What follows belongs to an exercise in optimizing a design on an open flow for small area; a production flow would make more cautious choices.
Function was checked by simulation only, so behaviour that the tests miss may differ from the original.
Power and IR drop assume default switching activity.

File: design/flow/config.mk
export PLATFORM = sky130hd
export DESIGN_NAME = beaconShooter
export DESIGN_NICKNAME = beaconShooter
export VERILOG_FILES = /design/flow/design.v
export SDC_FILE = /design/flow/constraint.sdc
export NUM_CORES = 4
export LEC_CHECK = 0
export CAP_MARGIN = 20
export CORE_MARGIN = 2
export CORE_UTILIZATION = 40
export SLEW_MARGIN = 20
File: design/flow/constraint.sdc
create_clock -name core_clock -period 10.0 [get_ports {clock}]
set_input_delay 2.0000 -clock core_clock [delete_from_list [all_inputs] [get_ports {clock}]]
set_output_delay 2.0000 -clock core_clock [all_outputs]
set_load 0.01 [all_outputs]
File: design/flow/design.v
`default_nettype none
package roverPkg;
	typedef logic [15:0] countT;
	typedef logic [18:0] rateT;
	typedef logic [20:0] widthT;
	typedef enum logic [1:0] {
		ClassNone  = 2'd0,
		ClassFar   = 2'd1,
		ClassClose = 2'd2
	} beaconClassT;
	localparam int AvgDepth = 8;
	localparam int FarThreshold = 25;
	localparam int CloseThreshold = 250;
	localparam logic [6:0] SegC = 7'b1000110;
	localparam logic [6:0] SegF = 7'b0001110;
	localparam logic [6:0] SegBlank = 7'b1111111;
endpackage
`default_nettype wire
`timescale 1ns/1ps
`default_nettype none
module transitionCounter #(
	parameter int WindowCycles = 64,
	parameter int DebounceDepth = 3
) (
	input wire logic clock,
	input wire logic arstN,
	input wire logic sensor,
	output roverPkg::countT windowCount,
	output logic windowDone
);
	localparam int WinBits = $clog2(WindowCycles);
	logic [1:0] syncQ;
	logic [DebounceDepth-1:0] shiftQ;
	logic accepted;
	logic levelChange;
	roverPkg::countT runCount;
	roverPkg::countT nextCount;
	logic [WinBits-1:0] winCount;
	logic lastCycle;
	always_comb begin
		if (accepted) begin
			levelChange = ~|shiftQ;
		end else begin
			levelChange = &shiftQ;
		end
	end
	always_ff @(posedge clock or negedge arstN) begin
		if (!arstN) begin
			syncQ <= '0;
			shiftQ <= '0;
			accepted <= 1'b0;
		end else begin
			syncQ <= {syncQ[0], sensor};
			shiftQ <= {shiftQ[DebounceDepth-2:0], syncQ[1]};
			if (levelChange) begin
				accepted <= ~accepted;
			end
		end
	end
	assign lastCycle = (winCount == WinBits'(WindowCycles - 1));
	always_comb begin
		nextCount = runCount;
		if (levelChange && (runCount != '1)) begin
			nextCount = runCount + 1'b1;
		end
	end
	always_ff @(posedge clock or negedge arstN) begin
		if (!arstN) begin
			winCount <= '0;
			runCount <= '0;
			windowCount <= '0;
			windowDone <= 1'b0;
		end else begin
			windowDone <= lastCycle;
			if (lastCycle) begin
				winCount <= '0;
				windowCount <= nextCount;
				runCount <= '0;
			end else begin
				winCount <= winCount + 1'b1;
				runCount <= nextCount;
			end
		end
	end
endmodule
`default_nettype wire
`timescale 1ns/1ps
`default_nettype none
module rateAverager (
	input wire logic clock,
	input wire logic arstN,
	input wire roverPkg::countT windowCount,
	input wire logic windowDone,
	output roverPkg::beaconClassT beaconClass
);
	localparam int PtrBits = $clog2(roverPkg::AvgDepth);
	roverPkg::countT ring [roverPkg::AvgDepth];
	logic [PtrBits-1:0] ptr;
	roverPkg::countT newQ;
	roverPkg::countT oldQ;
	logic updatePending;
	roverPkg::rateT rate;
	roverPkg::rateT sumNext;
	roverPkg::beaconClassT classNext;
	always_ff @(posedge clock or negedge arstN) begin
		if (!arstN) begin
			for (int i = 0; i < roverPkg::AvgDepth; i++) begin
				ring[i] <= '0;
			end
			ptr <= '0;
			newQ <= '0;
			oldQ <= '0;
			updatePending <= 1'b0;
		end else begin
			updatePending <= windowDone;
			if (windowDone) begin
				ring[ptr] <= windowCount;
				newQ <= windowCount;
				oldQ <= ring[ptr];
				if (ptr == PtrBits'(roverPkg::AvgDepth - 1)) begin
					ptr <= '0;
				end else begin
					ptr <= ptr + 1'b1;
				end
			end
		end
	end
	always_comb begin
		sumNext = rate + roverPkg::rateT'(newQ) - roverPkg::rateT'(oldQ);
		if (sumNext >= roverPkg::CloseThreshold) begin
			classNext = roverPkg::ClassClose;
		end else if (sumNext > roverPkg::FarThreshold) begin
			classNext = roverPkg::ClassFar;
		end else begin
			classNext = roverPkg::ClassNone;
		end
	end
	always_ff @(posedge clock or negedge arstN) begin
		if (!arstN) begin
			rate <= '0;
			beaconClass <= roverPkg::ClassNone;
		end else if (updatePending) begin
			rate <= sumNext;
			beaconClass <= classNext;
		end
	end
endmodule
`default_nettype wire
`timescale 1ns/1ps
`default_nettype none
module fireSequencer #(
	parameter int HoldCycles = 600,
	parameter roverPkg::widthT RestWidthLeft = 21'd20,
	parameter roverPkg::widthT RestWidthRight = 21'd120,
	parameter roverPkg::widthT FireStep = 21'd40
) (
	input wire logic clock,
	input wire logic arstN,
	input wire roverPkg::beaconClassT classLeft,
	input wire roverPkg::beaconClassT classRight,
	output roverPkg::widthT widthLeft,
	output roverPkg::widthT widthRight
);
	localparam int HoldBits = $clog2(HoldCycles);
	typedef enum logic [1:0] {
		Idle,
		FireLeft,
		FireRight,
		Return
	} stateT;
	stateT state;
	logic [HoldBits-1:0] holdCount;
	logic holdDone;
	assign holdDone = (holdCount == HoldBits'(HoldCycles - 1));
	always_ff @(posedge clock or negedge arstN) begin
		if (!arstN) begin
			state <= Idle;
			holdCount <= '0;
		end else begin
			case (state)
				Idle: begin
					holdCount <= '0;
					if (classLeft == roverPkg::ClassClose) begin
						state <= FireLeft;
					end else if (classRight == roverPkg::ClassClose) begin
						state <= FireRight;
					end
				end
				FireLeft, FireRight: begin
					if (holdDone) begin
						holdCount <= '0;
						state <= Return;
					end else begin
						holdCount <= holdCount + 1'b1;
					end
				end
				Return: begin
					state <= Idle;
				end
				default: begin
					state <= Idle;
				end
			endcase
		end
	end
	always_comb begin
		widthLeft = RestWidthLeft;
		widthRight = RestWidthRight;
		case (state)
			FireLeft: begin
				widthLeft = RestWidthLeft + FireStep;
			end
			FireRight: begin
				widthRight = RestWidthRight - FireStep;
			end
			default: begin
			end
		endcase
	end
endmodule
`default_nettype wire
`timescale 1ns/1ps
`default_nettype none
module servoPwm #(
	parameter roverPkg::widthT ServoPeriod = 21'd200
) (
	input wire logic clock,
	input wire logic arstN,
	input wire roverPkg::widthT pulseWidth,
	output logic servo
);
	roverPkg::widthT periodCount;
	roverPkg::widthT widthQ;
	logic lastCycle;
	assign lastCycle = (periodCount == ServoPeriod - 1'b1);
	always_ff @(posedge clock or negedge arstN) begin
		if (!arstN) begin
			periodCount <= '0;
			widthQ <= '0;
			servo <= 1'b0;
		end else begin
			if (lastCycle) begin
				periodCount <= '0;
				widthQ <= pulseWidth;
				servo <= (pulseWidth != '0);
			end else begin
				periodCount <= periodCount + 1'b1;
				servo <= ((periodCount + 1'b1) < widthQ);
			end
		end
	end
endmodule
`default_nettype wire
`timescale 1ns/1ps
`default_nettype none
module statusDisplay #(
	parameter int ScanBits = 4
) (
	input wire logic clock,
	input wire logic arstN,
	input wire roverPkg::beaconClassT classLeft,
	input wire roverPkg::beaconClassT classRight,
	output logic [6:0] segments,
	output logic [3:0] anodes
);
	logic [ScanBits-1:0] scanCount;
	logic [1:0] digit;
	logic anyClose;
	logic anyFar;
	assign digit = scanCount[ScanBits-1 -: 2];
	assign anyClose = (classLeft == roverPkg::ClassClose) ||
		(classRight == roverPkg::ClassClose);
	assign anyFar = (classLeft == roverPkg::ClassFar) ||
		(classRight == roverPkg::ClassFar);
	always_ff @(posedge clock or negedge arstN) begin
		if (!arstN) begin
			scanCount <= '0;
			anodes <= 4'b1110;
			segments <= roverPkg::SegBlank;
		end else begin
			scanCount <= scanCount + 1'b1;
			case (digit)
				2'd0: begin
					anodes <= 4'b1110;
					segments <= anyClose ? roverPkg::SegC : roverPkg::SegBlank;
				end
				2'd1: begin
					anodes <= 4'b1101;
					segments <= anyFar ? roverPkg::SegF : roverPkg::SegBlank;
				end
				2'd2: begin
					anodes <= 4'b1011;
					segments <= roverPkg::SegBlank;
				end
				default: begin
					anodes <= 4'b0111;
					segments <= roverPkg::SegBlank;
				end
			endcase
		end
	end
endmodule
`default_nettype wire
`timescale 1ns/1ps
`default_nettype none
module beaconShooter #(
	parameter int WindowCycles = 1000,
	parameter int DebounceDepth = 5,
	parameter roverPkg::widthT ServoPeriod = 21'd2000,
	parameter roverPkg::widthT RestWidthLeft = 21'd60,
	parameter roverPkg::widthT RestWidthRight = 21'd225,
	parameter roverPkg::widthT FireStep = 21'd55,
	parameter int HoldCycles = 20000,
	parameter int ScanBits = 10
) (
	input wire logic clock,
	input wire logic arstN,
	input wire logic sensorLeft,
	input wire logic sensorRight,
	output logic servoLeft,
	output logic servoRight,
	output logic [6:0] segments,
	output logic [3:0] anodes
);
	roverPkg::countT windowCountLeft;
	roverPkg::countT windowCountRight;
	logic windowDoneLeft;
	logic windowDoneRight;
	roverPkg::beaconClassT classLeft;
	roverPkg::beaconClassT classRight;
	roverPkg::widthT widthLeft;
	roverPkg::widthT widthRight;
	transitionCounter #(
		.WindowCycles(WindowCycles),
		.DebounceDepth(DebounceDepth)
	) counterLeft (
		.clock(clock),
		.arstN(arstN),
		.sensor(sensorLeft),
		.windowCount(windowCountLeft),
		.windowDone(windowDoneLeft)
	);
	transitionCounter #(
		.WindowCycles(WindowCycles),
		.DebounceDepth(DebounceDepth)
	) counterRight (
		.clock(clock),
		.arstN(arstN),
		.sensor(sensorRight),
		.windowCount(windowCountRight),
		.windowDone(windowDoneRight)
	);
	rateAverager averagerLeft (
		.clock(clock),
		.arstN(arstN),
		.windowCount(windowCountLeft),
		.windowDone(windowDoneLeft),
		.beaconClass(classLeft)
	);
	rateAverager averagerRight (
		.clock(clock),
		.arstN(arstN),
		.windowCount(windowCountRight),
		.windowDone(windowDoneRight),
		.beaconClass(classRight)
	);
	fireSequencer #(
		.HoldCycles(HoldCycles),
		.RestWidthLeft(RestWidthLeft),
		.RestWidthRight(RestWidthRight),
		.FireStep(FireStep)
	) sequencer (
		.clock(clock),
		.arstN(arstN),
		.classLeft(classLeft),
		.classRight(classRight),
		.widthLeft(widthLeft),
		.widthRight(widthRight)
	);
	servoPwm #(
		.ServoPeriod(ServoPeriod)
	) pwmLeft (
		.clock(clock),
		.arstN(arstN),
		.pulseWidth(widthLeft),
		.servo(servoLeft)
	);
	servoPwm #(
		.ServoPeriod(ServoPeriod)
	) pwmRight (
		.clock(clock),
		.arstN(arstN),
		.pulseWidth(widthRight),
		.servo(servoRight)
	);
	statusDisplay #(
		.ScanBits(ScanBits)
	) display (
		.clock(clock),
		.arstN(arstN),
		.classLeft(classLeft),
		.classRight(classRight),
		.segments(segments),
		.anodes(anodes)
	);
endmodule
`default_nettype wire
File: design/flow/run.sh
#!/bin/bash
# synth_recipe.tcl (not shown) runs the flow's synth.tcl, then flattens the netlist and writes it again
# the make line also repeats each setting of config.mk as NAME=value (left out here)
make -C /OpenROAD-flow-scripts/flow DESIGN_CONFIG=/design/flow/config.mk WORK_HOME=/design/flow/orfs CLKGATE_MAP_FILE= SYNTH_SCRIPT=/design/flow/synth_recipe.tcl finish
==> results.txt <==
DRC marker count from the first detailed-route iteration=1,127; row count=94; instance count of the mapped netlist=2,418; layout-stage area growth over the synthesis result=10.5%; flops & latches, synth=around 560; sort of element at the end of the critical path=flop; dominant synthesized flop cell=dfrtp_1; hold-critical path depth=0; number of global-route vias before repair=17,894; cell area power density=155 nW/um^2; Min-Delay Startpoint=counterLeft.syncQ[1]$_DFF_PN0_; count of hold buffers inserted by post-cts repair=0; Clk Latency, worst-skew pair=about 630 ps; met2 global-route usage=26.0%; placeable core region=~66,000 sq um; routed len/inst=16.7 microns; total number of vias=17,350; initial core utilization=between 40% and 50%; Util after Layout=44.8%; synthesized-area fraction occupied by adder cells=5.86%; final hold violations=0; Resized cells post-CTS=0; startpoint of the most critical register-to-register path=averagerLeft.rate[1]$_DFFE_PN0P_; critical path class=flop to flop; largest buffer count on any clock path=3; worst slack, placed=6070 ps; final non-filler cell area=29,500 sq um; CTS tree=done; mean instance size in the synthesized netlist=11.1 sq um; worst path arrival time=about 4400 ps; run status=finished clean; Routed Wire Length=54,600 microns; share of synthesized area spent on multiplexers=12.4%; Hold WC Path Type=flop to flop; min cycle time layout=approximately 3900 ps; total inserted antenna cells=0; RePlAce Congestion=0.835; Post-CTS Repair Setup Buffers=0; largest net degree at the start of global routing=150; list of most frequent post-synthesis cells=550 x dfrtp_1, 286 x mux2_2, 192 x nor2_1, 171 x inv_1, 169 x nand2_1; max cap viols=0; global-route wire length before repair=92,600 microns; total clock buffers created by CTS=slightly below 60; die area=approximately 70,000 sq um; met3 routing resource usage after global routing=between 2 and 2.5%; global-route usage over all layers=16.1%; Placed Instance Area=27,500 sq um; Tightest Pin Transition=1140 ps; dominant combinational cell family by area after synthesis=multiplexers; cell types occupying the most area after synthesis=dfrtp_1 52%, mux2_2 12%, ha_1 3.5%, nor2_1 2.7%, a21oi_1 2.6%; global routing usage on met1=22.6%; endpoint of the most critical register-to-register path=averagerLeft.beaconClass[0]$_DFFE_PN0P_; Via density=5.29; Setup TNS Final=0 ps; total count of max-transition violations in the final report=0; EDFF count, synth=0; Tcrit/Tclk final=39.3%; share of the synthesized area in the top cell type=51.5%; sum of overflow across all layers after global routing=0; CTS root buffer=clkbuf_16; fraction of the yosys area taken by sequential cells=52.1%; port bufs=14; worst setup margin=6070 ps; number of endpoints failing setup at the final stage=0; drt drc=0; clock slew at the register clock pins of the worst setup and hold paths=60 ps; peak ir drop on the vdd network=around 0.00012 V; filler cell count in the final layout=6,028; normalized max-slew margin=24.1%; leading cell type by number of instances after synthesis=dfrtp_1; critical path peak fanout=2; depth of the worst register-to-register path=12; yosys warns=6; CTS sink cnt=556; Static Leakage=14.0 nW; H-tree depth=2; TritonRoute pass-1 iters=8; Syn Std Cell Area=26,700 sq um; number of antenna violations at the first check in global routing=0; Antenna Violating Nets Remaining=0; post-synthesis xor/xnor area fraction=4.54%; Async SR Flop Fraction=100%; I/O pin cnt=17; DP Wirelength=approximately 36,000 microns; Distinct cells, synth=77; fraction of final layout cells with drive strength greater than 1=between 10% and 20%; simple-gate share of the synthesized area=10.5%; unrepaired setup endpoints after global routing=no; die width=262 microns; endpoint of the worst hold path=counterLeft.shiftQ[0]$_DFF_PN0_; post-synthesis compound-gate area fraction=10.1%; R2R Setup Slk=between 6000 and 7000 ps; post-route clock skew=between 20 and 30 ps; Die Y-Extent=262 microns; Post-layout nets=2,475; required time at the endpoint of the critical path=10,510 ps; most crowded layer after global routing=met2; cell taking the most area after synthesis=dfrtp_1; Startpoint Class=flop; Max Freq=255 MHz
==> worst max-delay path, stage by stage, from the launching register on <==
cell and delay, ps:
dfrtp_1 330, inv_1 60, fa_1 540, inv_1 70
ha_1 310, a211oi_1 310, nor3b_1 100, o31ai_1 420
mux2_2 400, or4_4 540, a2111oi_4 320, nand4_1 150
o32ai_1 300
==> metrics by stage <==
stage,total power [mW],hold slack [ps],cells
2_1_floorplan,2.34,331,2419
3_5_place_dp,2.39,335,3169
6_report,4.59,348,3277
5_1_grt,4.77,372,3277
3_3_place_gp,2.39,339,3169
4_1_cts,4.67,349,3277
==> cell families after synthesis <==
logic type,Yosys count
simple gates,599
xor+xnor,137
compound gates,411
buf+inv,314
other cells,1
fa+ha+maj,106
flops,556
mux,294
==> per-layer routing <==
metal,vias up,wire [microns]
li1,8309,-
met5,-,0
met3,74,1830
met4,0,1190
met2,267,25300
met1,8700,26300
==> layout by cell type, fill, tap and decap left out, types with 15 or more instances in the layout <==
cell type and n:
a21oi_1 137, a222oi_1 34, a22oi_1 26, and3_1 15, clkbuf_16 58, dfrtp_1 548, fa_1 32, ha_1 74
inv_1 171, mux2_2 286, nand2_1 169, nand3_1 71, nand4_1 31, nor2_1 190, nor2b_1 15, nor3_1 25
o21ai_0 98, xnor2_1 74, xor2_1 62
==> how the worst max path moves through the flow <==
| stage | end | start | slack [ps] |
|---|---|---|---|
| 2_1_floorplan | averagerLeft.beaconClass[0]$_DFFE_PN0P_ | averagerLeft.rate[1]$_DFFE_PN0P_ | 6360 |
| 3_3_place_gp | averagerLeft.beaconClass[0]$_DFFE_PN0P_ | averagerLeft.rate[1]$_DFFE_PN0P_ | 6150 |
| 3_5_place_dp | averagerLeft.beaconClass[0]$_DFFE_PN0P_ | averagerLeft.rate[1]$_DFFE_PN0P_ | 6070 |
| 4_1_cts | averagerLeft.beaconClass[0]$_DFFE_PN0P_ | averagerLeft.rate[1]$_DFFE_PN0P_ | 6040 |
| 5_1_grt | averagerLeft.beaconClass[0]$_DFFE_PN0P_ | averagerLeft.rate[1]$_DFFE_PN0P_ | 5840 |
| 6_report | averagerLeft.beaconClass[0]$_DFFE_PN0P_ | averagerLeft.rate[1]$_DFFE_PN0P_ | 6070 |
==> flip-flops by register name (all words and copies together) (netlist names), 15 cells and up <==
| register | count |
|---|---|
| averagerLeft.ring | 128 |
| averagerRight.ring | 128 |
| pwmLeft.periodCount | 21 |
| pwmRight.periodCount | 21 |
| averagerLeft.rate | 19 |
| averagerRight.rate | 19 |
| averagerLeft.newQ | 16 |
| averagerLeft.oldQ | 16 |
| averagerRight.newQ | 16 |
| averagerRight.oldQ | 16 |
| counterLeft.runCount | 16 |
| counterLeft.windowCount | 16 |
| counterRight.runCount | 16 |
| counterRight.windowCount | 16 |
| sequencer.holdCount | 15 |
==> power by group <==
group / leakage, nW / switching [mW] / internal, mW / total, mW
registers: 7.64 / 0.0120 / 2.26 / 2.28
clock network: 0.996 / 0.889 / 1.35 / 2.24
logic: 5.40 / 0.0594 / 0.0150 / 0.0743
==> cell type report <==
cell class,instances,area [sq um],area share (%)
Multi-Input combinational cell,1549,11600,39.3
Tap cell,864,1080,3.66
Inverter,171,642,2.17
Clock inverter,24,324,1.10
Clock buffer,84,1690,5.72
Sequential cell,556,13900,47.2
Timing Repair Buffer,29,274,0.928

==> static timing again, ports no longer ideal <==
Ports are ideal in the flow. The routed layout listed here was re-timed in OpenROAD. Step 1 assumes that a clkbuf_16 drives the clock port and a buf_2 every other input. Step 2 also shifts input and output timing later by t, the mid clock arrival at the registers, as if the neighbouring blocks saw the same clock. Three values: no drivers, after step 1, after step 2; two values: the first two.
shift t [ns]: 0.680
setup slack, ns: 6.074 / 6.074 / 6.074
hold slack, ns: 0.348 / 0.348 / 0.348
clock arrival spread, ns: 0.035 / 0.036
cell pins on the clock port's net: 1
After both steps setup and hold are still met in this run. For this run, drivers alone change the setup slack by 0.000 ns; drivers and shift together by 0.000 ns.
